What follows belongs to an exercise in optimizing a design on an open flow for small area, a short achievable clock period and few clock cycles per item; a production flow would make more cautious choices. Only simulation tests tie the RTL to the original design; equivalence was not proved. Power figures rest on the tool's default switching activity, not on a simulated workload.

[flow/design.v]
package skf_pkg;
  localparam int VAL_W     = 32;    
  localparam int GAIN_W    = 17;    
  localparam int FRAC_BITS = 16;
  localparam logic [VAL_W-1:0] Q_RESET = 32'd1310720;
  localparam logic [VAL_W-1:0] R_RESET = 32'd13107200;
endpackage
module skf_add #(
  parameter int N = 32
) (
  input  logic [N-1:0] a,
  input  logic [N-1:0] b,
  input  logic         ci,
  output logic [N-1:0] s
);
  localparam int L = (N <= 2) ? 1 : (N <= 4) ? 2 : (N <= 8) ? 3 : (N <= 16) ? 4 :
                     (N <= 32) ? 5 : (N <= 64) ? 6 : 7;    
  logic [N-1:0] p0, g0;
  assign p0 = a ^ b;
  assign g0 = a & b;
  logic [N-1:0] g [0:2*L];
  logic [N-1:0] p [0:2*L];
  assign g[0] = {g0[N-1:1], g0[0] | (p0[0] & ci)};
  assign p[0] = p0;
  for (genvar l = 0; l < L; l++) begin : up
    for (genvar i = 0; i < N; i++) begin : bit_
      if (((i + 1) % (1 << (l + 1))) == 0 && i >= (1 << l)) begin : pcell
        assign g[l+1][i] = g[l][i] | (p[l][i] & g[l][i - (1 << l)]);
        assign p[l+1][i] = p[l][i] & p[l][i - (1 << l)];
      end else begin : pskip
        assign g[l+1][i] = g[l][i];
        assign p[l+1][i] = p[l][i];
      end
    end
  end
  for (genvar k = 0; k < L; k++) begin : dn
    localparam int LV = L - 1 - k;
    for (genvar i = 0; i < N; i++) begin : bit_
      if (((i + 1) % (1 << (LV + 1))) == (1 << LV) && i >= (1 << LV)) begin : pcell
        assign g[L+k+1][i] = g[L+k][i] | (p[L+k][i] & g[L+k][i - (1 << LV)]);
        assign p[L+k+1][i] = p[L+k][i] & p[L+k][i - (1 << LV)];
      end else begin : pskip
        assign g[L+k+1][i] = g[L+k][i];
        assign p[L+k+1][i] = p[L+k][i];
      end
    end
  end
  assign s = p0 ^ {g[2*L][N-2:0], ci};
endmodule
import skf_pkg::*;
module scalar_kalman_filter_unit #(
  parameter int SAMPLE_BITS = 16
) (
  input  logic                   clk,
  input  logic                   rst_n,
  input  logic                   in_valid,
  output logic                   in_stall,
  input  logic [SAMPLE_BITS-1:0] in_sample,
  output logic                   out_valid,
  input  logic                   out_stall,
  output logic [VAL_W-1:0]       out_estimate,
  output logic [GAIN_W-1:0]      out_gain,
  input  logic                   cfg_we,
  input  logic [0:0]             cfg_index,
  input  logic [VAL_W-1:0]       cfg_wdata
);
  localparam logic [1:0] PH_IDLE = 2'd0, PH_DIV = 2'd1, PH_E = 2'd2, PH_END = 2'd3;
  logic [1:0]  ph_r;
  logic [2:0]  cnt_r;
  logic        out_valid_r;
  logic [31:0] q_r, r_r;
  logic [31:0] x_r;
  logic [16:0] quo_r;
  logic [1:0]  dig_r;    
  logic        q16_r;
  logic [15:0] z_r;
  logic [48:0] v_r;      
  logic [48:0] t_r;
  logic [32:0] rem_r;
  logic [32:0] den_r;
  logic [32:0] i_r;
  logic        wait_ph, d1, cons, step, rz;
  logic [31:0] ppred;
  assign wait_ph  = (ph_r == PH_IDLE) || (ph_r == PH_END);
  assign d1       = (ph_r == PH_DIV) && (cnt_r == 3'd0);
  assign cons     = ((ph_r == PH_DIV) && (cnt_r != 3'd0)) || (ph_r == PH_E);
  assign rz       = (r_r == '0);
  assign in_stall = !wait_ph;
  assign step     = (ph_r == PH_DIV) && !(d1 && out_valid_r && out_stall);
  assign ppred    = v_r[48] ? 32'hFFFF_FFFF : v_r[47:16];
  logic [35:0] r4, s1, s2, s3;
  logic [35:0] d1n, d2n, c3s, c3c;
  logic [1:0]  dig;
  logic [32:0] rem_n;
  assign r4  = {1'b0, rem_r, 2'b00};
  assign d1n = ~{3'b000, den_r};
  assign d2n = ~{2'b00, den_r, 1'b0};
  assign c3s = r4 ^ d1n ^ d2n;
  assign c3c = (r4 & d1n) | (r4 & d2n) | (d1n & d2n);
  skf_add #(.N(36)) u_s1 (.a(r4), .b(d1n), .ci(1'b1), .s(s1));
  skf_add #(.N(36)) u_s2 (.a(r4), .b(d2n), .ci(1'b1), .s(s2));
  skf_add #(.N(36)) u_s3 (.a(c3s), .b({c3c[34:0], 1'b1}), .ci(1'b1), .s(s3));
  always_comb begin
    if (rz)            dig = 2'd0;    
    else if (!s3[35])  dig = 2'd3;
    else if (!s2[35])  dig = 2'd2;
    else if (!s1[35])  dig = 2'd1;
    else               dig = 2'd0;
    unique case (dig)
      2'd3:    rem_n = s3[32:0];
      2'd2:    rem_n = s2[32:0];
      2'd1:    rem_n = s1[32:0];
      default: rem_n = r4[32:0];
    endcase
  end
  logic        ineg;
  logic [48:0] isx, ta, tb, tc, ts, tcy, t_n, t_init;
  assign ineg = i_r[32];
  assign isx  = {{16{i_r[32]}}, i_r};
  assign ta   = {t_r[46:0], ineg, ineg};
  assign tb   = dig_r[1] ? {isx[47:0], 1'b0} : '0;
  assign tc   = dig_r[0] ? isx : '0;
  assign ts   = ta ^ tb ^ tc;
  assign tcy  = (ta & tb) | (ta & tc) | (tb & tc);
  assign t_n  = ts + {tcy[47:0], 1'b0};
  assign t_init = q16_r ? {{17{z_r[15]}}, z_r, 16'd0} : {{16{t_r[48]}}, t_r[48:16]};
  logic [48:0] wa, wb, wc, wd, w1s, w1c, w2s, w2c, w_n;
  always_comb begin
    if (wait_ph)  wa = {17'd0, r_r};
    else if (d1)  wa = {16'd0, ~t_r[48:16]};
    else          wa = {v_r[46:0], 2'b00};
    if (ph_r == PH_E) wd = {16'd0, rem_r};
    else if (wait_ph) wd = {17'd0, ppred};
    else if (d1)      wd = {16'd0, z_r[15], z_r, 16'd0};
    else              wd = '0;
  end
  assign wb  = dig_r[1] ? {16'd0, r_r, 1'b0} : '0;
  assign wc  = dig_r[0] ? {17'd0, r_r} : '0;
  assign w1s = wa ^ wb ^ wc;
  assign w1c = {((wa & wb) | (wa & wc) | (wb & wc)), 1'b0};
  assign w2s = w1s ^ w1c ^ wd;
  assign w2c = (w1s & w1c) | (w1s & wd) | (w1c & wd);
  assign w_n = w2s + {w2c[47:0], d1};
  always_ff @(posedge clk) begin
    if (!rst_n) begin
      ph_r        <= PH_IDLE;
      cnt_r       <= '0;
      out_valid_r <= 1'b0;
      q_r         <= Q_RESET;
      r_r         <= R_RESET;
      x_r         <= '0;
      t_r         <= '0;
      v_r         <= {1'b0, Q_RESET, 16'd0};
      dig_r       <= '0;
    end else begin
      dig_r <= step ? dig : 2'd0;
      if (out_valid_r && !out_stall) out_valid_r <= 1'b0;
      unique case (ph_r)
        PH_DIV: if (step) begin
          cnt_r <= cnt_r + 3'd1;
          if (cnt_r == 3'd7) ph_r <= PH_E;
        end
        PH_E:   ph_r <= PH_END;
        PH_END: begin
          x_r         <= t_r[47:16];
          out_valid_r <= 1'b1;
          ph_r        <= PH_IDLE;
        end
        default: ;
      endcase
      if (wait_ph && in_valid) begin
        ph_r  <= PH_DIV;
        cnt_r <= '0;
      end
      if (d1 && step) begin
        t_r <= t_init;
        v_r <= {17'd0, q_r};
      end else if (cons) begin
        t_r <= t_n;
        v_r <= w_n;
      end
      if (cfg_we) begin
        if (cfg_index == 1'b0) begin
          q_r <= cfg_wdata;
          v_r <= {1'b0, cfg_wdata, 16'd0};
        end else begin
          r_r <= cfg_wdata;
          v_r <= {1'b0, q_r, 16'd0};
        end
        x_r <= '0;
        t_r <= '0;
      end
    end
  end
  always_ff @(posedge clk) begin
    if (wait_ph) begin
      den_r <= w_n[32:0];
      rem_r <= rz ? '0 : {1'b0, ppred};
      q16_r <= rz && (ppred != '0);
      z_r   <= in_sample;
    end else if (step) begin
      rem_r <= rem_n;
    end
    if (d1 && step) i_r <= w_n[32:0];
    if (step) begin
      quo_r[15:0] <= {quo_r[13:0], dig};
      if (d1) quo_r[16] <= q16_r;
    end
  end
  assign out_valid    = out_valid_r;
  assign out_estimate = x_r;
  assign out_gain     = quo_r;
endmodule
[flow/run.sh]
#!/bin/bash
# synth_recipe.tcl (not shown) runs the flow's synth.tcl, then flattens the netlist and writes it again
# the make line also repeats each setting of config.mk as NAME=value (left out here)
make -C /OpenROAD-flow-scripts/flow DESIGN_CONFIG=/design/flow/config.mk WORK_HOME=/design/flow/orfs CLKGATE_MAP_FILE= SYNTH_SCRIPT=/design/flow/synth_recipe.tcl finish
[flow/config.mk]
export PLATFORM = sky130hd
export DESIGN_NAME = scalar_kalman_filter_unit
export DESIGN_NICKNAME = scalar_kalman_filter_unit
export VERILOG_FILES = /design/flow/design.v
export SDC_FILE = /design/flow/constraint.sdc
export NUM_CORES = 4
export LEC_CHECK = 0
export CAP_MARGIN = 20
export CORE_MARGIN = 2
export CORE_UTILIZATION = 40
export SLEW_MARGIN = 20
[flow/constraint.sdc]
create_clock -name core_clock -period 8.0 [get_ports {clk}]
set_input_delay 1.6000 -clock core_clock [delete_from_list [all_inputs] [get_ports {clk}]]
set_output_delay 1.6000 -clock core_clock [all_outputs]
set_load 0.01 [all_outputs]
==> summary.txt, run 1 <==
Run status:
- The run finished with no timing, DRC or antenna violations.

Clock network:
- The number of buffers on the longest clock path is 3.
- The number of CTS-inserted buffers is 38.
- Clock-pin slew was measured on the worst setup and hold paths at 0.06 ns.
- In this run the number of H-tree levels came out at 2.
- The buffer type at the clock tree root is sky130_fd_sc_hd__clkbuf_16.
- In this run the post-CTS setup repair buffer count came out at 0.
- The clock tree from TritonCTS is built.
- The later-pin clock latency in the skew report is 0.59 ns.
- The post-CTS resize count is 0.
- In this run, post-CTS hold repair placed 0 buffers.
- The number of clock sinks is 335.

Finish:
- The area growth from synthesis to final layout is 11.35%.
- The most frequent standard cell in the layout excluding fill and tap cells is sky130_fd_sc_hd__nand2_1.
- The share of layout cells above drive strength 1 is 0.05000.
- In the layout the commonest cells are sky130_fd_sc_hd__nand2_1 (411), sky130_fd_sc_hd__a21oi_1 (304), sky130_fd_sc_hd__nor2_1 (224).
- The final cell area excluding filler cells is 0.03089 sq mm.
- The net count of the finished layout is approximately 3600.

Detailed routing:
- The average wire per standard cell is 22.84 microns.
- The detailed route wirelength on metal2 is about 43 mm.
- The total number of vias is between 20000 and 25000.
- The first TritonRoute pass finished after 6 iterations.
- In the routed design, unresolved DRC markers number 0.
- The routed metal-1 wirelength is 40.40 mm.
- The uppermost layer routed is met4.
- The per-cell via count in the routed design is 5.854.
- The sum of met3 wire segment lengths after detailed routing is 7.032 mm.
- The post-detailed-route count of antenna-violating nets is 0.
- The violation count after the first detailed-routing iteration is 2579.
- The routed design has 94.38 mm of wire.

Timing:
- Clock skew on the completed layout was measured at 0.03332 ns.
- For this run, the top clock speed supported by timing is 155.9 MHz.
- The hold violation count in the final report is 0.
- The shortest clock period the worst path allows after layout is 6.415 ns.
- Setup violations remaining at the end of the flow were counted as 0.
- The worst relative slew slack is 0.3425.
- The max-slew violation count is 0.
- Summed over all failing endpoints, the final setup total negative slack is 0 ns.
- Setup repair after global routing left no endpoint under its margin.
- At the pin with the least slew margin, the transition time is 0.9863 ns.
- The final worst-path cycle share is 0.8019.

Worst setup path:
- The first element of the critical path is ph_r[1]$_SDFFE_PP0P_.
- The largest delay contributor family on the critical path is compound AO/OA/AOI/OAI gates.
- The worst register-to-register path begins at ph_r[1]$_SDFFE_PP0P_.
- The critical path goes through inv_1 -> ha_1 -> nand3b_1 -> buf_4 -> inv_1 -> a21oi_1 -> nor2_1 -> mux2_2 -> fa_1 -> ha_1 -> nand2_1 -> nor3_1 -> and3_1 -> and3_1 -> a31oi_1 -> a21boi_0 -> o21ai_1 -> nor3_1 -> mux2_2 -> o31ai_1.
- Counting cells, the worst reg-to-reg path comes to 20.
- The critical path arrival is 6.89 ns.
- The endpoint of the worst setup timing path is v_r[48]$_SDFFE_PN0P_.
- The slowest stage of the critical path is the sky130_fd_sc_hd__inv_1 cell.
- The worst register-to-register path has a setup slack of 1.58 ns.
- STA classifies the critical path endpoint as a flop.
- The peak per-stage delay on the critical path is 0.62 ns.
- By startpoint and endpoint, the worst setup path is classified as reg2reg.
- Counting buffers and inverters, the worst setup path is 20 cells deep.
- The worst flop-to-flop path endpoint is v_r[48]$_SDFFE_PN0P_.
- At the worst endpoint, the required time is approximately 8.5 ns.
- The highest net fanout along the worst path is 68.
- The worst setup path is launched from a flop.
- The critical path contains buffers and inverters numbering 3 combined.

Place:
- The placed wire-length estimate is 72.38 mm.
- The number of buffers added on ports is between 100 and 150.
- The placed instances occupy a cell area of 0.02962 sq mm.
- Routability-driven placement finished with a final weighted congestion of 0.9595.

Die:
- For this configuration, the core starts out at a cell density of 0.4044.
- In this run the standard cell core region covers just under 0.07 sq mm.
- The area enclosed by the die boundary is 0.07147 sq mm.
- The die span in y is 267.3 microns.
- The number of rows created at floorplan is 96.
- Measured along the x axis, the die boundary spans 267.3 microns.
- The number of primary I/O pins is around 110.

Global routing:
- The first global-routing pass estimated 142.3 mm of wire.
- The total overflow reported by the global router is 0.
- The number of global-route vias before repair came to 22960.
- Entering global routing, the biggest net connects 83 pins.
- Across every metal layer, demand over resource in global routing totals 0.2638.
- The initial antenna violation count came to 0.

Yosys:
- The post-synthesis async set-or-reset flop share is 0.
- The number of nets handed over by synthesis was 3600.
- Of the synthesized area, sequential elements account for 0.2898.
- Counting flops and latches in the post-synthesis netlist gives about 340.
- The average instance area after synthesis is ~8.8 sq um.
- The number of synthesized flops with an enable pin is 133.
- The total number of yosys warnings is 4.
- The combined area of all synthesized cells is about 0.028 sq mm.
- Counting distinct cell types in the post-synthesis netlist gives 73.
- In the synthesized netlist the dominant register cell turns out to be sky130_fd_sc_hd__dfxtp_1.
- The synthesized netlist cell count is 3165.

Pwr:
- The total power is 15.95 mW.
- The analysis attributes to cell leakage a power of between 10 and 15 nW.
- Across the VDD grid, the largest voltage drop is 284.7 uV.
- In this run the power density over the cells is 516.3 mW/mm^2.

Run:
- Across the run, the number of max-cap violations was 0.

Min path:
- Along the worst hold path, the cell count comes to 0.
- The worst hold path belongs to the class reg2reg.
==> cells by family (layout without fill, tap and decap cells) <==
kind of cell | count (synthesis) | after routing | share of synthesized area
XOR/XNOR | 128 | 128 | 0.04042
other | 0 | 1 | 0
flip-flops | 335 | 335 | 0.2898
adder cells (fa/ha/maj) | 381 | 381 | 0.2225
multiplexers | 97 | 97 | 0.03622
buffers and inverters | 379 | 414 | 0.05205
AND/OR/NAND/NOR | 946 | 946 | 0.1530
AO/OA/AOI/OAI | 899 | 899 | 0.2061
==> flip-flops by register name, summed over array words and instances (netlist names) <==
name,cells
quo_r,17
q_r,32
rem_r,33
den_r,33
z_r,16
v_r,49
r_r,32
ph_r,2
dig_r,2
t_r,49
q16_r,1
out_valid_r,1
x_r,32
cnt_r,3
i_r,33
==> final cells by class <==
cell class                      instances  area [sq um]
Antenna cell                            1         2.502
Clock buffer                           53          1070
Clock inverter                         15         197.7
Fill cell                            6842         37700
Inverter                              200         753.2
Multi-Input combinational cell       2451         18300
Sequential cell                       335          8040
Tap cell                              931          1165
Timing Repair Buffer                  146          1359
==> worst min-delay path by stage <==
stage	from	endpoint	slack, ns
4_1_cts	quo_r[13]$_DFFE_PP_	quo_r[15]$_DFFE_PP_	0.44
3_3_place_gp	quo_r[0]$_DFFE_PP_	quo_r[2]$_DFFE_PP_	0.43
6_report	quo_r[13]$_DFFE_PP_	quo_r[15]$_DFFE_PP_	0.44
5_1_grt	quo_r[13]$_DFFE_PP_	quo_r[15]$_DFFE_PP_	0.46
3_5_place_dp	quo_r[13]$_DFFE_PP_	quo_r[15]$_DFFE_PP_	0.43
2_1_floorplan	q16_r$_DFFE_PP_	quo_r[16]$_DFFE_PP_	0.42
==> per-stage QoR <==
stage	setup WS (ns)	cells	hold slack [ns]	util
after floorplan	2.542	3165	0.4244	-
final	1.585	4132	0.4433	0.4503
after detailed placement	1.832	4063	0.4320	0.4318
after global placement	1.857	4062	0.4328	0.4316
after global routing	1.132	4131	0.4606	0.4503
after CTS	1.788	4131	0.4448	0.4503
==> Yosys cell counts (13+ instances only) <==
library cell / number / area, sq um
sky130_fd_sc_hd__edfxtp_1: 133 / 3994
sky130_fd_sc_hd__ha_1: 194 / 2427
sky130_fd_sc_hd__o211ai_1: 52 / 390.4
sky130_fd_sc_hd__o21bai_1: 24 / 180.2
sky130_fd_sc_hd__and3_1: 13 / 81.33
sky130_fd_sc_hd__a311oi_1: 19 / 166.4
sky130_fd_sc_hd__o221ai_1: 33 / 289.0
sky130_fd_sc_hd__nand2_1: 413 / 1550
sky130_fd_sc_hd__a21o_1: 69 / 518.0
sky130_fd_sc_hd__xor2_1: 70 / 613.1
sky130_fd_sc_hd__o21a_1: 21 / 157.7
sky130_fd_sc_hd__mux2i_1: 70 / 700.7
sky130_fd_sc_hd__fa_1: 187 / 3744
sky130_fd_sc_hd__a211oi_1: 36 / 270.3
sky130_fd_sc_hd__a31oi_1: 31 / 193.9
sky130_fd_sc_hd__mux2_2: 27 / 304.0
sky130_fd_sc_hd__nand4_1: 27 / 168.9
sky130_fd_sc_hd__nand2b_1: 14 / 87.58
sky130_fd_sc_hd__buf_1: 18 / 67.56
sky130_fd_sc_hd__dfxtp_1: 202 / 4044
sky130_fd_sc_hd__a21oi_1: 305 / 1526
sky130_fd_sc_hd__xnor2_1: 58 / 508.0
sky130_fd_sc_hd__nor2_1: 225 / 844.6
sky130_fd_sc_hd__o21ai_0: 177 / 885.9
sky130_fd_sc_hd__and2_1: 90 / 563.0
sky130_fd_sc_hd__o22ai_1: 18 / 112.6
sky130_fd_sc_hd__nor2b_1: 18 / 112.6
sky130_fd_sc_hd__a221oi_1: 25 / 219.0
sky130_fd_sc_hd__inv_1: 200 / 750.7
sky130_fd_sc_hd__nand3_1: 46 / 230.2
sky130_fd_sc_hd__nor4_1: 19 / 118.9
sky130_fd_sc_hd__nor3_1: 51 / 255.2
sky130_fd_sc_hd__clkbuf_1: 156 / 585.6
==> report_power, final <==
group          internal, mW  total [mW]  switching (mW)
Combinational          4.00        10.8            6.84
Clock                  1.07        1.82           0.756
Sequential             2.64        3.28           0.647
==> per-layer routing <==
layer,GRT usage,vias up
met5,0,-
met4,0.09399,0
met1,0.3572,11850
met3,0.04248,172
met2,0.4256,913
li1,-,11250
Testbench counts, summed over its fixed seeds: cycles 20,496, items 2,048.
==> run 2, diff against run 1 <==
--- a/flow/design.v
+++ b/flow/design.v
@@ -64,12 +64,11 @@
   input  logic [0:0]             cfg_index,
   input  logic [VAL_W-1:0]       cfg_wdata
 );
-  localparam logic [1:0] PH_IDLE = 2'd0, PH_DIV = 2'd1, PH_E = 2'd2, PH_END = 2'd3;
+  localparam logic [1:0] PH_IDLE = 2'd0, PH_DIV = 2'd1, PH_E = 2'd2;
   logic [1:0]  ph_r;
   logic [2:0]  cnt_r;
   logic        out_valid_r;
   logic [31:0] q_r, r_r;
-  logic [31:0] x_r;
   logic [16:0] quo_r;
   logic [1:0]  dig_r;    
   logic        q16_r;
@@ -81,7 +80,7 @@
   logic [32:0] i_r;
   logic        wait_ph, d1, cons, step, rz;
   logic [31:0] ppred;
-  assign wait_ph  = (ph_r == PH_IDLE) || (ph_r == PH_END);
+  assign wait_ph  = (ph_r == PH_IDLE);
   assign d1       = (ph_r == PH_DIV) && (cnt_r == 3'd0);
   assign cons     = ((ph_r == PH_DIV) && (cnt_r != 3'd0)) || (ph_r == PH_E);
   assign rz       = (r_r == '0);
@@ -148,7 +147,6 @@
       out_valid_r <= 1'b0;
       q_r         <= Q_RESET;
       r_r         <= R_RESET;
-      x_r         <= '0;
       t_r         <= '0;
       v_r         <= {1'b0, Q_RESET, 16'd0};
       dig_r       <= '0;
@@ -160,9 +158,7 @@
           cnt_r <= cnt_r + 3'd1;
           if (cnt_r == 3'd7) ph_r <= PH_E;
         end
-        PH_E:   ph_r <= PH_END;
-        PH_END: begin
-          x_r         <= t_r[47:16];
+        PH_E: begin
           out_valid_r <= 1'b1;
           ph_r        <= PH_IDLE;
         end
@@ -187,7 +183,6 @@
           r_r <= cfg_wdata;
           v_r <= {1'b0, q_r, 16'd0};
         end
-        x_r <= '0;
         t_r <= '0;
       end
     end
@@ -208,6 +203,6 @@
     end
   end
   assign out_valid    = out_valid_r;
-  assign out_estimate = x_r;
+  assign out_estimate = t_r[47:16];
   assign out_gain     = quo_r;
 endmodule
==> summary.txt, run 2 <==
Run status:
- The flow ran to the end and the layout has no timing, DRC or antenna violations.

Yosys:
- After technology mapping, the gate count stands at roughly 3100.
- Sorting the synthesized cells by area gives the leading types as sky130_fd_sc_hd__edfxtp_1 (15%), sky130_fd_sc_hd__fa_1 (14%), sky130_fd_sc_hd__dfxtp_1 (13%).
- The total number of yosys warnings is 4.
- The largest total area in the synthesized netlist belongs to sky130_fd_sc_hd__edfxtp_1.
- When the netlist entered floorplanning its net count stood at 3567.
- After synthesis, the most frequently instantiated cells are sky130_fd_sc_hd__nand2_1 (425), sky130_fd_sc_hd__a21oi_1 (327), sky130_fd_sc_hd__nor2_1 (236).
- The most common cell in the synthesized netlist is sky130_fd_sc_hd__nand2_1.
- After synthesis the netlist holds a flip-flop and latch count of 303.
- The share of synthesized area in the top cell type comes to 0.1478.
- The flip-flop cell with the highest count after synthesis is sky130_fd_sc_hd__dfxtp_1.
- The number of different library cells used by synthesis comes to between 80 and 90.
- The combined area of all synthesized cells is 0.02703 sq mm.
- The sequential fraction of the synthesis area is 0.2737.
- The average instance area after synthesis is 8.624 sq um.
- Counting flops with a built-in enable in the synthesized netlist gives approximately 130.
- The post-synthesis async set-or-reset flop share is 0.

Clock network:
- The clock transition time at the flip-flop clock pins of the worst setup and hold paths is about 0.06 ns.
- At the later pin of the worst-skew pair, clock insertion delay measures 0.57 ns.
- The number of CTS-inserted buffers is 37.
- The H-tree was split into 2 levels.
- CTS placed an instance of sky130_fd_sc_hd__clkbuf_16 at the clock tree root.
- The number of hold buffers added after CTS is 0.
- Post-CTS repair changed the size of 0 cells.
- The clock tree from TritonCTS is built.
- The number of buffers on the longest clock path is 3.
- The post-CTS setup buffer count is 0.
- The clock drives 303 sinks.

Worst setup path:
- Data on the critical path is required at its endpoint by 8.50 ns.
- The highest net fanout along the worst path is 24.
- The type of element launching the critical path is a flop.
- STA puts the critical path data arrival time at ~6.6 ns.
- The worst setup path is captured at a flop.
- The category of the most critical setup path is reg2reg.

Detailed routing:
- The routed design has 96.81 mm of wire.
- The first routing iteration left 2387 violations.
- The final route contains between 20000 and 25000 vias.
- The per-cell via count in the routed design is 5.940.
- The first detailed-routing pass ran for 5 iterations.
- The average wire per standard cell is 24.08 microns.
- After detailed routing, the number of remaining DRC violations is 0.
- In this run the remaining antenna-violating nets after routing total 0.

Place:
- The instance count after placement with tap cells included is 3952.
- The number of buffers added on ports is 104.
- The instance area after placement is 0.02861 sq mm.
- The congestion estimate from routability-driven global placement came to 0.9753.
- The placed wire-length estimate is ~74 mm.

Pwr:
- For this design the static power due to leakage is about 12 nW.
- The total power is 9.932 mW.
- The peak supply drop is 139.1 uV.
- For this design the ratio of total power to cell area is around 330 mW/mm^2.

Die:
- After floorplanning, the core was divided into 95 placement rows.
- The floorplan step set the die height to 263.9 microns.
- In this run the count of I/O pins placed on the die edge is ~110.
- The starting density of the core is 0.4032.
- The die covers 0.06967 sq mm.
- The core region is 0.06704 sq mm.
- In this run the horizontal extent of the chip is 263.9 microns.

Timing:
- Final hold analysis gives a worst-case slack of approximately 0.45 ns.
- The final worst-path cycle share is 0.7598.
- The max-slew violation count is 0.
- The clock period could shrink to 6.078 ns.
- Setup violations remaining at the end of the flow were counted as 0.
- The hold violation count in the final report is 0.
- The clock skew after layout is 0.02568 ns.
- The setup TNS after final layout is 0 ns.
- Derived from the worst setup path, the maximum achievable clock frequency is 164.5 MHz.
- The actual transition at the worst max-transition pin is 1.066 ns.
- The worst relative slew slack is 0.2846.
- Setup repair after global routing left no endpoint under its margin.

Finish:
- The library cell used most frequently in the layout, excluding fill and tap cells, is sky130_fd_sc_hd__nand2_1.
- The final cell area excluding filler cells is approximately 0.030 sq mm.
- The final layout contains about 3600 nets.
- The share of layout cells above drive strength 1 is 0.05180.
- The number of antenna repair diodes is 0.
- The largest registers in the layout are t_r: 49 flops, v_r: 49 flops.
- The area growth from synthesis to final layout is 10.21%.
- In the layout the commonest cells are sky130_fd_sc_hd__nand2_1 (423), sky130_fd_sc_hd__a21oi_1 (326), sky130_fd_sc_hd__nor2_1 (234).
- The count of cells in the finished layout, fillers not included, comes to around 4000.

Global routing:
- The total overflow reported by the global router is 0.
- The initial antenna violation count is 2.
- The first global-routing pass estimated 145.1 mm of wire.
- Entering global routing, the biggest net connects 83 pins.
- The total track usage is 0.2747.
- The number of global-route vias before repair is 22570.

Min path:
- The worst hold path belongs to the class reg2reg.

Run:
- The max capacitance violation total is 0.
==> run 2: cell families after synthesis <==
logic type                 Yosys count  synth area share
AOI/OAI and AO/OA                  900            0.2131
xor gates and xnor gates           132           0.04277
adders and majority gates          379            0.2274
buffers and inverters              387           0.05893
DFF                                303            0.2737
muxes                               51           0.02000
and+or+nand+nor                    982            0.1642
==> run 2: routing by layer <==
metal	track usage	part of all wire
met5	0	0.00011
met3	0.03514	0.074
met4	0.1502	0.061
met2	0.4087	0.43
met1	0.3870	0.44
==> run 2: final cells by class <==
class                   instances  area (sq um)
fillers                      6706         37250
well taps                     873          1092
multi-input cells            2444         18110
flip-flops and latches        303          7400
inverters                     197         740.7
repair buffers                135          1269
clock buffers                  55          1096
clock inverters                13         80.08
==> run 2: stage by stage <==
step,setup slack (ns),utilization
after floorplan,1.763,-
after global placement,2.124,0.4268
after detailed placement,2.001,0.4268
after CTS,1.984,0.4443
after global routing,1.510,0.4443
final,1.922,0.4443
==> run 2: report_power, final <==
group | internal (mW) | leakage [nW] | switching [mW]
sequential | 1.94 | 2.75 | 0.392
combinational | 2.39 | 9.03 | 3.54
clock | 0.955 | 0.581 | 0.719
==> run 2: final timing paths <==
path / from / endpoint / slack [ns] / cells after the start
worst min register to register: quo_r[5]$_DFFE_PP_ / quo_r[7]$_DFFE_PP_ / 0.45 / 0
worst min-delay path: quo_r[5]$_DFFE_PP_ / quo_r[7]$_DFFE_PP_ / 0.45 / 0
worst max register to register: ph_r[1]$_SDFFE_PP0P_ / v_r[46]$_SDFFE_PN0P_ / 1.92 / 22
worst max-delay path: ph_r[1]$_SDFFE_PP0P_ / v_r[46]$_SDFFE_PN0P_ / 1.92 / 22
==> run 2: worst max-delay path: stages, from the launching register on <==
cell,delay [ns]
sky130_fd_sc_hd__dfxtp_1,0.37
sky130_fd_sc_hd__inv_1,0.10
sky130_fd_sc_hd__ha_1,0.26
sky130_fd_sc_hd__inv_1,0.15
sky130_fd_sc_hd__or2_2,0.15
sky130_fd_sc_hd__clkinv_1,0.53
sky130_fd_sc_hd__nor2_1,0.26
sky130_fd_sc_hd__a211oi_1,0.07
sky130_fd_sc_hd__a21oi_1,0.20
sky130_fd_sc_hd__fa_1,0.46
sky130_fd_sc_hd__fa_1,0.49
sky130_fd_sc_hd__inv_1,0.04
sky130_fd_sc_hd__ha_1,0.33
sky130_fd_sc_hd__a21o_1,0.17
sky130_fd_sc_hd__a21o_1,0.20
sky130_fd_sc_hd__a21o_1,0.22
sky130_fd_sc_hd__a21oi_2,0.31
sky130_fd_sc_hd__o21ai_1,0.26
sky130_fd_sc_hd__a21oi_2,0.39
sky130_fd_sc_hd__nor3_1,0.16
sky130_fd_sc_hd__or2_2,0.30
sky130_fd_sc_hd__o311ai_0,0.34
sky130_fd_sc_hd__a221o_1,0.22
Testbench counts of run 2, summed over its fixed seeds: cycles 20,488, items 2,048.
==> run 3, diff against run 2 <==
--- a/flow/design.v
+++ b/flow/design.v
@@ -64,8 +64,7 @@
   input  logic [0:0]             cfg_index,
   input  logic [VAL_W-1:0]       cfg_wdata
 );
-  localparam logic [1:0] PH_IDLE = 2'd0, PH_DIV = 2'd1, PH_E = 2'd2;
-  logic [1:0]  ph_r;
+  logic        st_idle_r, st_d1_r, st_dm_r, st_e_r, st_acc_r;
   logic [2:0]  cnt_r;
   logic        out_valid_r;
   logic [31:0] q_r, r_r;
@@ -78,14 +77,11 @@
   logic [32:0] rem_r;
   logic [32:0] den_r;
   logic [32:0] i_r;
-  logic        wait_ph, d1, cons, step, rz;
+  logic        step, rz;
   logic [31:0] ppred;
-  assign wait_ph  = (ph_r == PH_IDLE);
-  assign d1       = (ph_r == PH_DIV) && (cnt_r == 3'd0);
-  assign cons     = ((ph_r == PH_DIV) && (cnt_r != 3'd0)) || (ph_r == PH_E);
   assign rz       = (r_r == '0);
-  assign in_stall = !wait_ph;
-  assign step     = (ph_r == PH_DIV) && !(d1 && out_valid_r && out_stall);
+  assign in_stall = !st_idle_r;
+  assign step     = st_dm_r || (st_d1_r && !(out_valid_r && out_stall));
   assign ppred    = v_r[48] ? 32'hFFFF_FFFF : v_r[47:16];
   logic [35:0] r4, s1, s2, s3;
   logic [35:0] d1n, d2n, c3s, c3c;
@@ -124,25 +120,26 @@
   assign t_n  = ts + {tcy[47:0], 1'b0};
   assign t_init = q16_r ? {{17{z_r[15]}}, z_r, 16'd0} : {{16{t_r[48]}}, t_r[48:16]};
   logic [48:0] wa, wb, wc, wd, w1s, w1c, w2s, w2c, w_n;
-  always_comb begin
-    if (wait_ph)  wa = {17'd0, r_r};
-    else if (d1)  wa = {16'd0, ~t_r[48:16]};
-    else          wa = {v_r[46:0], 2'b00};
-    if (ph_r == PH_E) wd = {16'd0, rem_r};
-    else if (wait_ph) wd = {17'd0, ppred};
-    else if (d1)      wd = {16'd0, z_r[15], z_r, 16'd0};
-    else              wd = '0;
-  end
+  assign wa = ({49{st_idle_r}} & {17'd0, r_r})
+            | ({49{st_d1_r}}   & {16'd0, ~t_r[48:16]})
+            | ({49{st_acc_r}}  & {v_r[46:0], 2'b00});
+  assign wd = ({49{st_e_r}}    & {16'd0, rem_r})
+            | ({49{st_idle_r}} & {17'd0, ppred})
+            | ({49{st_d1_r}}   & {16'd0, z_r[15], z_r, 16'd0});
   assign wb  = dig_r[1] ? {16'd0, r_r, 1'b0} : '0;
   assign wc  = dig_r[0] ? {17'd0, r_r} : '0;
   assign w1s = wa ^ wb ^ wc;
   assign w1c = {((wa & wb) | (wa & wc) | (wb & wc)), 1'b0};
   assign w2s = w1s ^ w1c ^ wd;
   assign w2c = (w1s & w1c) | (w1s & wd) | (w1c & wd);
-  assign w_n = w2s + {w2c[47:0], d1};
+  assign w_n = w2s + {w2c[47:0], st_d1_r};
   always_ff @(posedge clk) begin
     if (!rst_n) begin
-      ph_r        <= PH_IDLE;
+      st_idle_r   <= 1'b1;
+      st_d1_r     <= 1'b0;
+      st_dm_r     <= 1'b0;
+      st_e_r      <= 1'b0;
+      st_acc_r    <= 1'b0;
       cnt_r       <= '0;
       out_valid_r <= 1'b0;
       q_r         <= Q_RESET;
@@ -153,25 +150,33 @@
     end else begin
       dig_r <= step ? dig : 2'd0;
       if (out_valid_r && !out_stall) out_valid_r <= 1'b0;
-      unique case (ph_r)
-        PH_DIV: if (step) begin
-          cnt_r <= cnt_r + 3'd1;
-          if (cnt_r == 3'd7) ph_r <= PH_E;
+      if (st_idle_r && in_valid) begin
+        st_idle_r <= 1'b0;
+        st_d1_r   <= 1'b1;
+      end
+      if (st_d1_r && step) begin
+        st_d1_r  <= 1'b0;
+        st_dm_r  <= 1'b1;
+        st_acc_r <= 1'b1;
+        cnt_r    <= '0;
+      end
+      if (st_dm_r) begin
+        cnt_r <= cnt_r + 3'd1;
+        if (cnt_r == 3'd6) begin
+          st_dm_r <= 1'b0;
+          st_e_r  <= 1'b1;
         end
-        PH_E: begin
-          out_valid_r <= 1'b1;
-          ph_r        <= PH_IDLE;
-        end
-        default: ;
-      endcase
-      if (wait_ph && in_valid) begin
-        ph_r  <= PH_DIV;
-        cnt_r <= '0;
-      end
-      if (d1 && step) begin
+      end
+      if (st_e_r) begin
+        st_e_r      <= 1'b0;
+        st_acc_r    <= 1'b0;
+        st_idle_r   <= 1'b1;
+        out_valid_r <= 1'b1;
+      end
+      if (st_d1_r && step) begin
         t_r <= t_init;
         v_r <= {17'd0, q_r};
-      end else if (cons) begin
+      end else if (st_acc_r) begin
         t_r <= t_n;
         v_r <= w_n;
       end
@@ -188,7 +193,7 @@
     end
   end
   always_ff @(posedge clk) begin
-    if (wait_ph) begin
+    if (st_idle_r) begin
       den_r <= w_n[32:0];
       rem_r <= rz ? '0 : {1'b0, ppred};
       q16_r <= rz && (ppred != '0);
@@ -196,10 +201,10 @@
     end else if (step) begin
       rem_r <= rem_n;
     end
-    if (d1 && step) i_r <= w_n[32:0];
+    if (st_d1_r && step) i_r <= w_n[32:0];
     if (step) begin
       quo_r[15:0] <= {quo_r[13:0], dig};
-      if (d1) quo_r[16] <= q16_r;
+      if (st_d1_r) quo_r[16] <= q16_r;
     end
   end
   assign out_valid    = out_valid_r;
==> summary.txt, run 3 <==
Run status:
- The flow ran to the end and the layout has no timing, DRC or antenna violations.

Place:
- The weighted congestion reported at the end of routability-driven placement is 0.9646.
- The number of buffers added on ports is between 100 and 150.
- After legalization and detailed placement, the total HPWL measured 73.04 mm.
- The instance count after placement with tap cells included is 3797.

Timing:
- Hold timing on the final database bottoms out at a slack of 0.4519 ns.
- The setup TNS after final layout is 0 ns.
- The final number of setup-violating endpoints is 0.
- In this run the tightest slew margin relative to its limit is 0.2594.
- Counting I/O delays and the setup requirement, the final critical path takes 5.843 ns.
- Setup repair after global routing left no endpoint under its margin.
- The max-slew violation count was 0.
- For this run, the top clock speed supported by timing is 171.1 MHz.
- The hold violation count in the final report is 0.
- Between clock sinks in the finished design, the worst skew comes to 0.03638 ns.
- The final worst-path cycle share is 0.7304.
- The actual transition at the worst max-transition pin is ~1.1 ns.

Pwr:
- The switching share of total power is 0.4741.
- The cell internal power dissipation is 5.759 mW.
- Of the total power, the clock network draws 0.165.
- The share of total power dissipated in combinational logic is 0.619.
- The peak supply drop is 269.9 uV.
- The switching power summed over all nets is between 5 and 6 mW.
- The share of power burned in registers is 0.216.
- Power spread over the standard cell area amounts to 372.6 mW/mm^2.
- In this run the static leakage power is between 10 and 15 nW.
- The total power is approximately 11 mW.

Yosys:
- The compound-gate portion of the synthesized area is 0.2115.
- Of the total synthesized cell area, the portion taken by XOR and XNOR cells is 0.04289.
- Of the total synthesized cell area, the portion taken by full adders, half adders and majority gates is 0.2296.
- Yosys printed 4 warnings.
- After synthesis, the largest family of logic cells by area is adder cells.
- A synthesized cell averages 8.923 sq um.
- Ranked by total cell area, the synthesized netlist is headed by sky130_fd_sc_hd__edfxtp_1 (15%), sky130_fd_sc_hd__fa_1 (14%), sky130_fd_sc_hd__dfxtp_1 (13%).
- The post-synthesis mux area share is 0.02833.
- The combined area of all synthesized cells is around 0.027 sq mm.
- Counting flops and latches in the post-synthesis netlist gives 306.
- The cell count after synthesis came out at 2975.
- Of the synthesized area, sequential elements account for 0.2809.
- The number of nets in the synthesized netlist is 3404.
- Of the total synthesized cell area, the portion taken by AND, OR, NAND and NOR gates is 0.1476.
- Ranked by instance count, the synthesized netlist is headed by sky130_fd_sc_hd__nand2_1 (360), sky130_fd_sc_hd__a21oi_1 (256), sky130_fd_sc_hd__inv_1 (198).
- The synthesized netlist contains 86 unique library cells.
- The synthesized design spends more area on one cell type than any other, namely sky130_fd_sc_hd__edfxtp_1.
- The most common cell in the synthesized netlist is sky130_fd_sc_hd__nand2_1.
- For this run, asynchronously set or reset flops after synthesis account for 0.
- The number of synthesized flops with an enable pin is 133.
- Of the post-synthesis cell area, the dominant cell type holds 0.1504.
- The flip-flop cell with the highest count after synthesis is sky130_fd_sc_hd__dfxtp_1.

Finish:
- In the final layout, the share of cells above drive strength 1 is 0.05035.
- In the layout the commonest cells are sky130_fd_sc_hd__nand2_1 (358), sky130_fd_sc_hd__a21oi_1 (256), sky130_fd_sc_hd__inv_1 (197).
- The layout net count is between 3000 and 4000.
- The area growth from synthesis to final layout is 10.71%.
- The most frequent standard cell in the layout excluding fill and tap cells is sky130_fd_sc_hd__nand2_1.
- The largest registers in the layout are t_r: 49 flops, v_r: 49 flops.
- The final instance count without filler cells is 3866.

Worst setup path:
- The kind of capture point of the worst setup path is a flop.
- STA classifies the critical path startpoint as a flop.
- The data required time of the worst path is between 8 and 9 ns.
- In this run the critical register-to-register path is launched from st_idle_r$_SDFFE_PP1P_.
- In this design, the largest share of critical-path delay is due to compound AO/OA/AOI/OAI gates.
- The slowest stage cell on the critical path is sky130_fd_sc_hd__buf_4.
- Data arrives at the worst endpoint at 6.10 ns.
- Together, buffers and inverters on the worst path number 1.
- Tracing the worst setup path back leads to its startpoint at st_idle_r$_SDFFE_PP1P_.
- The setup path with the least slack is of type reg2reg.
- The largest single stage delay on the critical path is around 0.68 ns.
- Along the worst path, the maximum fanout reaches 67.
- The signal on the critical path passes through buf_4 -> o21ai_0 -> a21boi_0 -> fa_1 -> fa_1 -> nand2b_1 -> a21oi_1 -> o211ai_1 -> o211ai_2 -> o2111a_1 -> o221ai_1 -> o21ai_0 -> nor2_1 -> xnor2_1.

Detailed routing:
- The first detailed-routing pass ran for 9 iterations.
- The final wirelength is between 90 and 100 mm.
- The total number of vias is 23330.
- The violation count after the first detailed-routing iteration is 2198.
- The post-detailed-route count of antenna-violating nets is 0.
- Dividing the detail-routed wire length by the instance count gives 24.11 microns.
- The remaining design rule violation count is 0.
- The per-cell via count in the routed design is between 6 and 7.

Clock network:
- The later-pin clock latency in the skew report is roughly 0.57 ns.
- The number of buffers on the longest clock path is 3.
- The number of CTS-inserted buffers is 37.
- The H-tree depth reported by CTS is 2.
- The cell sitting at the root of the clock tree is a sky130_fd_sc_hd__clkbuf_16.
- The clock transition time at the flip-flop clock pins of the worst setup and hold paths is 0.06 ns.
- The post-CTS resize count is 0.
- The clock drives roughly 310 sinks.
- TritonCTS built the clock tree.
- After clock tree synthesis, the flow added hold-fix buffers numbering 0.
- In this run the post-CTS setup repair buffer count came out at 0.

Die:
- In this run the vertical extent of the chip is 261.6 microns.
- The area enclosed by the die boundary is 0.06844 sq mm.
- The number of rows created at floorplan is 94.
- The starting density of the core is 0.4038.
- Pin placement for this block handled roughly 110 I/O pins.
- The floorplan die width is 261.6 microns.
- The floorplan step defined a core boundary enclosing 0.06575 sq mm.

Global routing:
- For this run, the total global-route usage over all layers was measured as 0.2728.
- Entering global routing, the biggest net connects 69 pins.
- The initial antenna violation count came to 0.
- The wire length of the first global-routing pass is 142.5 mm.
- The number of global-route vias before repair came to 23050.
- The total overflow reported by the global router is 0.

Min path:
- The worst hold path class is reg2reg.
- The critical hold path startpoint is quo_r[12]$_DFFE_PN_.

Run:
- The max capacitance violation total is 0.
[run 3: changes by cell type after synthesis, moves of 14 or more]
| cell | delta |
|---|---|
| sky130_fd_sc_hd__a211oi_1 | +18 |
| sky130_fd_sc_hd__a21oi_1 | -71 |
| sky130_fd_sc_hd__a222oi_1 | +14 |
| sky130_fd_sc_hd__a22oi_1 | +28 |
| sky130_fd_sc_hd__a311oi_1 | -19 |
| sky130_fd_sc_hd__clkbuf_1 | -17 |
| sky130_fd_sc_hd__mux2i_1 | +29 |
| sky130_fd_sc_hd__nand2_1 | -65 |
| sky130_fd_sc_hd__nand3_1 | -14 |
| sky130_fd_sc_hd__nor2_1 | -82 |
| sky130_fd_sc_hd__o221ai_1 | -28 |
| sky130_fd_sc_hd__o22ai_1 | +27 |
| sky130_fd_sc_hd__xnor2_1 | -30 |
| sky130_fd_sc_hd__xor2_1 | +28 |
[run 3: worst reg2reg max path, stage by stage (launching register included)]
cell	delay (ns)
sky130_fd_sc_hd__dfxtp_4	0.47
sky130_fd_sc_hd__buf_4	0.68
sky130_fd_sc_hd__o21ai_0	0.44
sky130_fd_sc_hd__a21boi_0	0.28
sky130_fd_sc_hd__fa_1	0.57
sky130_fd_sc_hd__fa_1	0.43
sky130_fd_sc_hd__nand2b_1	0.18
sky130_fd_sc_hd__a21oi_1	0.28
sky130_fd_sc_hd__o211ai_1	0.23
sky130_fd_sc_hd__o211ai_2	0.36
sky130_fd_sc_hd__o2111a_1	0.26
sky130_fd_sc_hd__o221ai_1	0.20
sky130_fd_sc_hd__o21ai_0	0.47
sky130_fd_sc_hd__nor2_1	0.11
sky130_fd_sc_hd__xnor2_1	0.58
[run 3: area by class of cell]
| class | count | area [sq um] |
|---|---|---|
| timing repair buffer | 136 | 1266 |
| multi-input combinational | 2290 | 17530 |
| fill | 6381 | 36350 |
| antenna | 3 | 7.507 |
| tap | 864 | 1081 |
| sequential | 306 | 7467 |
| clock inverter | 15 | 230.2 |
| inverter | 201 | 755.7 |
| clock buffer | 51 | 1049 |
[run 3: logic make-up after synthesis]
kind of cell             after synthesis
buffers and inverters                379
flip-flops                           306
AO/OA/AOI/OAI                        872
multiplexers                          73
adder cells (fa/ha/maj)              375
XOR/XNOR                             130
AND/OR/NAND/NOR                      840
[run 3: power by group through the flow]
stage	clock network (mW)	registers, mW	logic, mW
floorplan	0	2.21	4.96
global placement	0	2.39	6.57
detailed placement	0	2.39	6.73
CTS	1.83	2.36	6.78
global route	1.89	2.39	7.61
finish	1.81	2.37	6.78
[run 3: stage by stage]
stage | instance area (sq um) | worst slack, ns | util
after floorplan | 26550 | 2.312 | -
after global placement | 28100 | 2.375 | 0.4274
after detailed placement | 28100 | 2.309 | 0.4275
after CTS | 29380 | 2.295 | 0.4469
after global routing | 29380 | 1.930 | 0.4469
final | 29390 | 2.157 | 0.4470
[run 3: metal layers]
metal,track usage,vias up,part of all wire,wire length (microns)
met3,0.03598,180,0.073,6780
met2,0.4380,990,0.46,42940
li1,-,10600,-,-
met4,0.1122,0,0.047,4393
met5,0,-,0,0
met1,0.3713,11560,0.42,39100
[run 3: worst paths after layout]
check / endpoint / slack, ns / depth (start not counted)
min: quo_r[14]$_DFFE_PN_ / 0.45 / 0
min reg2reg: quo_r[14]$_DFFE_PN_ / 0.45 / 0
max: den_r[30]$_DFFE_PP_ / 2.16 / 14
max reg2reg: den_r[30]$_DFFE_PP_ / 2.16 / 14
Testbench counts of run 3, summed over its fixed seeds: cycles 20,488, items 2,048.
==> run 4, diff against run 3 <==
--- a/flow/config.mk
+++ b/flow/config.mk
@@ -8,4 +8,5 @@
 export CAP_MARGIN = 20
 export CORE_MARGIN = 2
 export CORE_UTILIZATION = 40
+export SETUP_SLACK_MARGIN = 3
 export SLEW_MARGIN = 20
==> summary.txt, run 4 <==
Clock network:
- In this run, CTS created clock tree buffers numbering 38.
- Clock-pin slew was measured on the worst setup and hold paths at roughly 0.060 ns.
- The H-tree depth reported by CTS is 2.
- The number of hold buffers added after CTS is 0.
- The buffer type at the clock tree root is sky130_fd_sc_hd__clkbuf_16.
- The number of clock sinks is 306.
- The clock tree from TritonCTS is built.
- The later-pin clock latency in the skew report is 0.57 ns.
- The number of buffers on the longest clock path is 3.

Yosys:
- After synthesis the netlist holds a flip-flop and latch count of ~300.
- The synthesized netlist cell count is ~3000.
- The flip-flop cell with the highest count after synthesis is sky130_fd_sc_hd__dfxtp_1.
- In this run, distinct cell masters in the synthesized netlist total 86.
- The number of synthesized flops with an enable pin is 133.
- Of the post-synthesis cell area, the dominant cell type holds 0.1504.
- The combined area of all synthesized cells is 0.02655 sq mm.
- The total number of yosys warnings is 4.
- In the post-synthesis netlist, the biggest area contributors are sky130_fd_sc_hd__edfxtp_1 (15%), sky130_fd_sc_hd__fa_1 (14%), sky130_fd_sc_hd__dfxtp_1 (13%).
- The average instance in the mapped netlist occupies slightly below 9 sq um.
- The synthesized netlist net count is 3404.
- In the synthesized netlist the async set-or-reset flop fraction comes to 0.
- sky130_fd_sc_hd__nand2_1 is the most common cell in the netlist.
- The cell taking the most area after synthesis is sky130_fd_sc_hd__edfxtp_1.
- Of the synthesized area, sequential elements account for 0.2809.
- After synthesis, the most frequently instantiated cells are sky130_fd_sc_hd__nand2_1 (360), sky130_fd_sc_hd__a21oi_1 (256), sky130_fd_sc_hd__inv_1 (198).

Global routing:
- The total track usage is 0.2734.
- For this run, global-route usage on met1 was measured as 0.3687.
- The maximum number of pins on one net before global-route repair is 81.
- The number of global-route vias before repair was 22610.
- The met3 track demand over resource in global routing is 0.03791.
- The wire length of the first global-routing pass is roughly 140 mm.
- The total overflow reported by the global router is 0.
- The most used routing layer in global routing is met2.
- The initial antenna violation count came to 3.
- The met2 usage in global routing is 0.4491.

Worst setup path:
- The kind of capture point of the worst setup path is a flop.
- The category of the most critical setup path is reg2reg.
- The worst register-to-register path begins at t_r[28]$_SDFFE_PP0P_.
- The worst flop-to-flop path endpoint is v_r[25]$_SDFFE_PN0P_.
- STA puts the critical path data required time at 8.49 ns.
- For the worst setup path, the data arrival time is around 5.4 ns.
- The internal reg-to-reg setup slack is between 3 and 4 ns.
- In this run the worst path has a maximum fanout of 5.
- The number of cell instances on the worst register-to-register path is 16.
- The type of element launching the critical path is a flop.

Min path:
- The worst hold path class is reg2reg.
- The cell depth of the worst min-delay path is 0.
- For hold timing, the worst endpoint is quo_r[14]$_DFFE_PN_.
- The critical hold path startpoint is quo_r[12]$_DFFE_PN_.

Die:
- The starting density of the core is 0.4038.
- The floorplan step set the die width to 261.6 microns.
- The die span in y is 261.6 microns.
- After floorplanning, the core was divided into 94 placement rows.
- The area enclosed by the die boundary is 0.06844 sq mm.
- After floorplanning, the core was sized to cover between 0.06 and 0.07 sq mm.
- For this design the top-level I/O count stands at 105.

Place:
- Detailed placement ended at an HPWL of around 70 mm.
- Buffers placed on the I/O ports in this run total between 100 and 150.
- The weighted congestion reported at the end of routability-driven placement is about 0.93.

Finish:
- The area growth from synthesis to final layout is 12.27%.
- The top cell types in the final layout, fill and taps aside, are sky130_fd_sc_hd__nand2_1 (358), sky130_fd_sc_hd__a21oi_1 (253), sky130_fd_sc_hd__inv_1 (190).
- Counting the fill cells in the layout gives 6350.
- The multi-input logic area is 0.01770 sq mm.
- In the final design database the tool counted 3421 nets.
- 0 antenna diodes ended up in the layout.
- Across the whole layout, storage elements account for approximately 0.0075 sq mm.
- The most frequent standard cell in the layout excluding fill and tap cells is sky130_fd_sc_hd__nand2_1.
- In the final layout, the registers with the most flip-flops are t_r: 49 flops, v_r: 49 flops.
- Of the cells placed in the final design, the portion with a size suffix greater than 1 is 0.06918.

Run status:
- The run finished with no timing, DRC or antenna violations.

Detailed routing:
- The final wirelength is about 95 mm.
- The count of nets left with antenna violations once routing finished came out at 0.
- After detailed routing, the average wire length per cell comes to 24.46 microns.
- The first routing iteration left between 2000 and 2500 violations.
- The first TritonRoute pass finished after 7 iterations.
- In the routed layout, each cell is associated on average with a via count of 6.036.
- The remaining design rule violation count is 0.
- The total number of vias is 23450.

Timing:
- The clock arrives with 0.02810 ns of skew.
- For the final routed database, the setup TNS stands at 0 ns.
- The final number of setup-violating endpoints is 0.
- For the pin with the worst max-slew slack, the measured transition is 1.187 ns.
- The shortest clock period the worst path allows after layout is approximately 4.9 ns.
- Headroom to the max-slew limit came out at 0.2088.
- The max-slew violation count is 0.
- Based on the critical path, the design can be clocked at up to 205.2 MHz.
- Dividing the final minimum period by the clock period gives 0.6092.
- Setup repair after global routing could not meet its margin everywhere.
- The hold violation count in the final report was 0.

Pwr:
- The peak supply drop is between 200 and 250 uV.
- The ratio of total power to cell area is ~370 mW/mm^2.
- For this design the static power due to leakage is 12.58 nW.
- The total power is 11.13 mW.

Run:
- The max capacitance violation total is 0.
run 4: metrics by stage:
step | cells | setup slack (ns) | hold WS [ns] | cell area (sq um) | util
after floorplan | 2975 | 3.003 | 0.4414 | 26550 | -
after global placement | 3796 | 1.889 | 0.4411 | 28090 | 0.4273
after detailed placement | 3796 | 2.019 | 0.4389 | 28090 | 0.4273
after CTS | 3872 | 3.020 | 0.4586 | 29540 | 0.4492
after global routing | 3885 | 2.935 | 0.4653 | 29800 | 0.4533
final | 3885 | 3.126 | 0.4532 | 29800 | 0.4533
run 4: area by class of cell:
class,instances,share of cell area
Multi-Input combinational cell,2290,0.5938
Timing Repair inverter,2,0.0003359
Clock inverter,13,0.004744
Tap cell,864,0.03627
Sequential cell,306,0.2511
Inverter,201,0.02573
Timing Repair Buffer,153,0.05067
Clock buffer,56,0.03732
run 4: worst max path at each step:
stage	startpoint	end	slack, ns
finish	t_r[28]$_SDFFE_PP0P_	v_r[25]$_SDFFE_PN0P_	3.13
global route	t_r[18]$_SDFFE_PP0P_	v_r[30]$_SDFFE_PN0P_	2.94
CTS	t_r[25]$_SDFFE_PP0P_	v_r[25]$_SDFFE_PN0P_	3.02
floorplan	st_acc_r$_SDFFE_PP0P_	v_r[35]$_SDFFE_PN0P_	3.00
global placement	out_stall	v_r[35]$_SDFFE_PN0P_	1.89
detailed placement	out_stall	v_r[35]$_SDFFE_PN0P_	2.02
run 4: cells by family (layout without fill, tap and decap cells):
| group | Yosys count | in the layout | synth area share |
|---|---|---|---|
| compound gates | 872 | 872 | 0.2115 |
| xor+xnor | 130 | 130 | 0.04289 |
| fa+ha+maj | 375 | 375 | 0.2296 |
| buf+inv | 379 | 425 | 0.05910 |
| flops | 306 | 306 | 0.2809 |
| mux | 73 | 73 | 0.02833 |
| simple gates | 840 | 840 | 0.1476 |
run 4: repair_timing:
item | CTS | global route
gates resized for setup | 25 | 45
gates cloned | 2 | 1
setup endpoints to repair | 60 | 65
setup buffers | 5 | 12
pin swaps | 3 | 16
run 4: report_power, final:
group	switching [mW]	total, mW	internal [mW]	leakage, nW
clock network	0.704	1.76	1.06	0.608
registers	0.384	2.37	1.99	2.75
logic	4.18	7.00	2.82	9.23
run 4: critical path, cell delays in order (launching register included):
cell                        delay (ns)
sky130_fd_sc_hd__dfxtp_2          0.45
sky130_fd_sc_hd__inv_1            0.15
sky130_fd_sc_hd__a222oi_1         0.55
sky130_fd_sc_hd__fa_1             0.52
sky130_fd_sc_hd__inv_1            0.08
sky130_fd_sc_hd__fa_1             0.41
sky130_fd_sc_hd__ha_1             0.39
sky130_fd_sc_hd__nand2_1          0.14
sky130_fd_sc_hd__a2111oi_2        0.22
sky130_fd_sc_hd__o21ai_1          0.24
sky130_fd_sc_hd__a211oi_2         0.37
sky130_fd_sc_hd__nor2_2           0.12
sky130_fd_sc_hd__o31a_1           0.39
sky130_fd_sc_hd__xnor2_4          0.25
sky130_fd_sc_hd__a21oi_1          0.09
sky130_fd_sc_hd__a211o_1          0.29
sky130_fd_sc_hd__a21boi_0         0.14
run 4: per-layer routing:
metal | vias to the layer above | wire (microns)
li1 | 10630 | -
met1 | 11650 | 40020
met2 | 980 | 44110
met3 | 191 | 6857
met4 | 0 | 4034
met5 | - | 0
==> run 5, diff against run 4 <==
--- a/flow/config.mk
+++ b/flow/config.mk
@@ -8,5 +8,5 @@
 export CAP_MARGIN = 20
 export CORE_MARGIN = 2
 export CORE_UTILIZATION = 40
-export SETUP_SLACK_MARGIN = 3
+export SETUP_SLACK_MARGIN = 3.5
 export SLEW_MARGIN = 20
==> summary.txt, run 5 <==
Min path:
- The worst hold path begins at quo_r[12]$_DFFE_PN_.
- The cell depth of the worst min-delay path is 0.
- The path with the worst hold slack has its endpoint at quo_r[14]$_DFFE_PN_.
- The tightest min-delay check is of the reg2reg type.

Worst setup path:
- In this run the critical register-to-register path is launched from st_d1_r$_SDFFE_PP0P_.
- The internal reg-to-reg setup slack is 3.31 ns.
- The highest net fanout along the worst path is 5.
- Data on the critical path arrives at its endpoint at 5.18 ns.
- The peak per-stage delay on the critical path is about 0.53 ns.
- The setup path with the least slack is of type reg2reg.
- The number of cell instances on the worst register-to-register path is 17.
- Walking the worst path, the cells encountered are buf_12 -> a222oi_1 -> fa_1 -> inv_1 -> fa_1 -> ha_4 -> nand2_4 -> a2111oi_4 -> o21ai_4 -> a211oi_4 -> nor2_4 -> o2111ai_2 -> buf_6 -> a41oi_4 -> buf_6 -> or3_1 -> a31oi_1.
- The worst flop-to-flop path endpoint is v_r[39]$_SDFFE_PN0P_.
- STA puts the critical path data required time at 8.49 ns.
- The largest delay contributor family on the critical path is compound AO/OA/AOI/OAI gates.
- Counting both buffers and inverters, the worst setup path holds a total of 4.
- The kind of capture point of the worst setup path is a flop.
- On the critical path, the stage with the largest delay is an instance of sky130_fd_sc_hd__a222oi_1.
- The type of element launching the critical path is a flop.

Yosys:
- The synthesized netlist cell count is slightly below 3000.
- By area the synthesized netlist is led by sky130_fd_sc_hd__edfxtp_1 (15%), sky130_fd_sc_hd__fa_1 (14%), sky130_fd_sc_hd__dfxtp_1 (13%).
- The number of synthesized flops with an enable pin is 133.
- The share of synthesized area in the top cell type comes to 0.1504.
- Of all flip-flops after synthesis, the portion carrying an async set or reset was 0.
- Among all cell types in the netlist, the one instantiated most often is sky130_fd_sc_hd__nand2_1.
- After synthesis, the most frequently instantiated cells are sky130_fd_sc_hd__nand2_1 (360), sky130_fd_sc_hd__a21oi_1 (256), sky130_fd_sc_hd__inv_1 (198).
- The number of nets handed over by synthesis was 3404.
- Dividing the synthesized area by the synthesized cell count gives 8.923 sq um.
- Yosys printed 4 warnings.
- The combined area of all synthesized cells is 0.02655 sq mm.
- After synthesis the netlist holds a flip-flop and latch count of just over 300.
- The synthesized netlist contains 86 unique library cells.
- Of the synthesized area, sequential elements account for 0.2809.
- For this run, the leading register cell type out of synthesis is sky130_fd_sc_hd__dfxtp_1.
- The largest total area in the synthesized netlist belongs to sky130_fd_sc_hd__edfxtp_1.

Finish:
- The layout net count is approximately 3500.
- The largest registers in the layout are t_r: 49 flops, v_r: 49 flops.
- Compared with the post-synthesis result, the final layout area differs by 18.12%.
- The total of fill cells in the finished design is 6150.
- Leaving out fill and tap cells, the most frequent cell in the layout is sky130_fd_sc_hd__nand2_1.
- The top cell types in the final layout, fill and taps aside, are sky130_fd_sc_hd__nand2_1 (354), sky130_fd_sc_hd__a21oi_1 (240), sky130_fd_sc_hd__fa_1 (183).
- With fillers left out, the area of the finished cells amounts to 0.03136 sq mm.
- In the final layout, the share of cells above drive strength 1 is 0.1292.
- At the end of the flow the core is filled with cells to 0.4769.
- The number of antenna repair diodes is 0.

Timing:
- The minimum hold slack is 0.4540 ns.
- The setup TNS after final layout is 0 ns.
- Setup repair after global routing could not meet its margin everywhere.
- The clock skew after layout is 0.01812 ns.
- Setup violations remaining at the end of the flow were counted as 0.
- The worst pin sits at a relative slew slack of 0.2487.
- The max-slew violation count is 0.
- The maximum achievable frequency is 213.4 MHz.
- The actual transition at the worst max-transition pin is ~1.1 ns.
- The hold violation count in the final report is 0.
- Dividing the final minimum period by the clock period gives 0.5856.
- The routed design could run at a clock period as short as 4.685 ns.

Detailed routing:
- Wires add up to 97.93 mm.
- The total number of vias is ~24000.
- The per-cell via count in the routed design is 6.086.
- For this run, design rule violations remaining after detail routing come to 0.
- For this block, the initial DRC count from the detailed router was 2696.
- The post-detailed-route count of antenna-violating nets is 0.
- The total iterations of the first detailed-routing run is 8.
- The average wire per standard cell is between 20 and 25 microns.

Global routing:
- The total track usage is 0.2797.
- The total overflow reported by the global router is 0.
- The first global-routing pass estimated roughly 140 mm of wire.
- The number of global-route vias before repair was around 23000.
- Entering global routing, the biggest net connects 70 pins.
- The initial antenna violation count is 1.

Clock network:
- The later-pin clock latency in the skew report is 0.57 ns.
- The H-tree depth reported by CTS is 2.
- Counting the buffers created by CTS gives 39.
- The number of hold buffers added after CTS is 0.
- The clock transition time at the flip-flop clock pins of the worst setup and hold paths is 0.06 ns.
- In this run the deepest clock path goes through 3 buffers.
- Counting every sink on the clock net gives 306.
- TritonCTS built the clock tree.
- The buffer type at the clock tree root is sky130_fd_sc_hd__clkbuf_16.

Die:
- The area of the core region is around 0.066 sq mm.
- The floorplan step set the die width to ~260 microns.
- The die covers 0.06844 sq mm.
- The floorplan has 94 rows.
- The die span in y is 261.6 microns.
- The starting density of the core is 0.4038.
- For this design the top-level I/O count stands at 105.

Pwr:
- The leakage power total is between 10 and 15 nW.
- The worst-case IR drop observed on VDD is 284.9 uV.
- The ratio of total power to cell area is 388.8 mW/mm^2.

Place:
- Once detailed placement completed, the half-perimeter wirelength came to 72.04 mm.
- The weighted congestion reported at the end of routability-driven placement is 0.9605.
- The instance area after placement is 0.02814 sq mm.
- The number of buffers added on ports is 104.

Run status:
- The run finished with no timing, DRC or antenna violations.

Run:
- The tool flagged a number of max-cap violations equal to 0.
## run 5: cell types whose count changed in the layout (fill, tap and decap cells not counted), moves of 8 or more
cell	before	now
sky130_fd_sc_hd__inv_1	190	180
sky130_fd_sc_hd__ha_1	187	167
sky130_fd_sc_hd__a21oi_2	3	12
sky130_fd_sc_hd__buf_4	37	91
sky130_fd_sc_hd__xnor2_1	51	43
sky130_fd_sc_hd__o21ai_0	161	144
sky130_fd_sc_hd__a21oi_1	253	240
sky130_fd_sc_hd__xnor2_2	1	9
sky130_fd_sc_hd__ha_4	0	19
sky130_fd_sc_hd__o21ai_1	9	19
sky130_fd_sc_hd__buf_12	2	10
sky130_fd_sc_hd__inv_2	5	13
sky130_fd_sc_hd__xor2_1	74	65
## run 5: kinds of logic after synthesis
family | after synthesis | synth area share
AO/OA/AOI/OAI | 872 | 0.2115
XOR/XNOR | 130 | 0.04289
adder cells (fa/ha/maj) | 375 | 0.2296
buffers and inverters | 379 | 0.05910
flip-flops | 306 | 0.2809
multiplexers | 73 | 0.02833
AND/OR/NAND/NOR | 840 | 0.1476
## run 5: report_power, final
group          switching (mW)  internal, mW  total, mW
clock network           0.755          1.05       1.80
logic                    4.74          3.31       8.05
registers               0.355          1.98       2.34
total                    5.85          6.34       12.2
## run 5: layout make-up
cell class	instances	area, sq um	area share
repair inverters	2	12.51	0.0003990
clock buffers	54	1114	0.03551
flip-flops and latches	306	7497	0.2391
clock inverters	18	163.9	0.005227
repair buffers	222	2147	0.06847
well taps	864	1081	0.03448
multi-input cells	2292	18570	0.5921
inverters	201	774.5	0.02470
## run 5: worst max path at each step
stage / slack, ns / depth (start not counted) / start / end
floorplan: 3.49 / 17 / st_idle_r$_SDFFE_PP1P_ / v_r[35]$_SDFFE_PN0P_
global placement: 2.37 / 16 / st_idle_r$_SDFFE_PP1P_ / v_r[29]$_SDFFE_PN0P_
detailed placement: 2.32 / 16 / st_idle_r$_SDFFE_PP1P_ / v_r[29]$_SDFFE_PN0P_
CTS: 3.33 / 17 / st_d1_r$_SDFFE_PP0P_ / v_r[39]$_SDFFE_PN0P_
global route: 3.22 / 17 / st_d1_r$_SDFFE_PP0P_ / v_r[39]$_SDFFE_PN0P_
finish: 3.31 / 17 / st_d1_r$_SDFFE_PP0P_ / v_r[39]$_SDFFE_PN0P_
## run 5: repair_timing
action / CTS / global route
setup endpoints to repair: 131 / 107
buffers inserted: 52 / 33
gates cloned: 3 / 3
resized for setup: 132 / 115
pin swaps: 55 / 78
hold endpoints to repair: 0 / 0
## run 5: per-layer routing
| layer | wire length [microns] | up-vias | global-route usage |
|---|---|---|---|
| met1 | 39810 | 11920 | 0.3730 |
| met3 | 8119 | 228 | 0.03733 |
| met2 | 44640 | 1171 | 0.4476 |
| met5 | 0 | - | 0 |
| li1 | - | 10770 | - |
| met4 | 5356 | 0 | 0.1376 |
## run 5: through the flow
stage	worst slack, ns	std cells	power [mW]
after floorplan	3.492	2975	7.181
after global placement	2.368	3796	9.147
after detailed placement	2.317	3796	9.274
after CTS	3.328	3923	11.51
after global routing	3.221	3959	13.02
final	3.315	3959	12.19
## run 5: worst reg2reg max path, cell delays in order (launching register included)
cell and delay (ns):
sky130_fd_sc_hd__dfxtp_4 0.38, sky130_fd_sc_hd__buf_12 0.15, sky130_fd_sc_hd__a222oi_1 0.53, sky130_fd_sc_hd__fa_1 0.52
sky130_fd_sc_hd__inv_1 0.08, sky130_fd_sc_hd__fa_1 0.45, sky130_fd_sc_hd__ha_4 0.34, sky130_fd_sc_hd__nand2_4 0.07
sky130_fd_sc_hd__a2111oi_4 0.34, sky130_fd_sc_hd__o21ai_4 0.16, sky130_fd_sc_hd__a211oi_4 0.35, sky130_fd_sc_hd__nor2_4 0.09
sky130_fd_sc_hd__o2111ai_2 0.19, sky130_fd_sc_hd__buf_6 0.16, sky130_fd_sc_hd__a41oi_4 0.13, sky130_fd_sc_hd__buf_6 0.18
sky130_fd_sc_hd__or3_1 0.30, sky130_fd_sc_hd__a31oi_1 0.17

## port drivers added, routing unchanged
In the flow no input, the clock included, has a driving cell. The finished layouts below were timed again as built, in two steps. Step 1 sets driving cells, clkbuf_16 on the clock port and buf_2 on the other inputs (assumed; they add their load-dependent delay and slew). Step 2 times the ports against the registers' clock, not the clock port: input delays grow and output delays shrink by t, the midpoint of the rising clock arrivals with the driver on. a / b / c = ideal ports / drivers / drivers and shift; a / b = the first two.
run	shift t [ns]	setup slack, ns	worst data-port slew with drivers (ns)	pins driven straight from the clock port
run 1	0.622	1.585 / 1.585 / 1.585	0.06	1
run 2	0.615	1.922 / 1.922 / 1.922	0.05	1
run 3	0.621	2.157 / 2.157 / 2.157	0.06	1
run 4	0.618	3.126 / 3.126 / 2.878	0.04	1
run 5	0.625	3.315 / 3.315 / 3.246	0.04	1
After both steps every run listed still meets setup and hold. For run 4, which loses most, drivers alone change the setup slack by 0.000 ns; drivers and shift together by -0.248 ns.
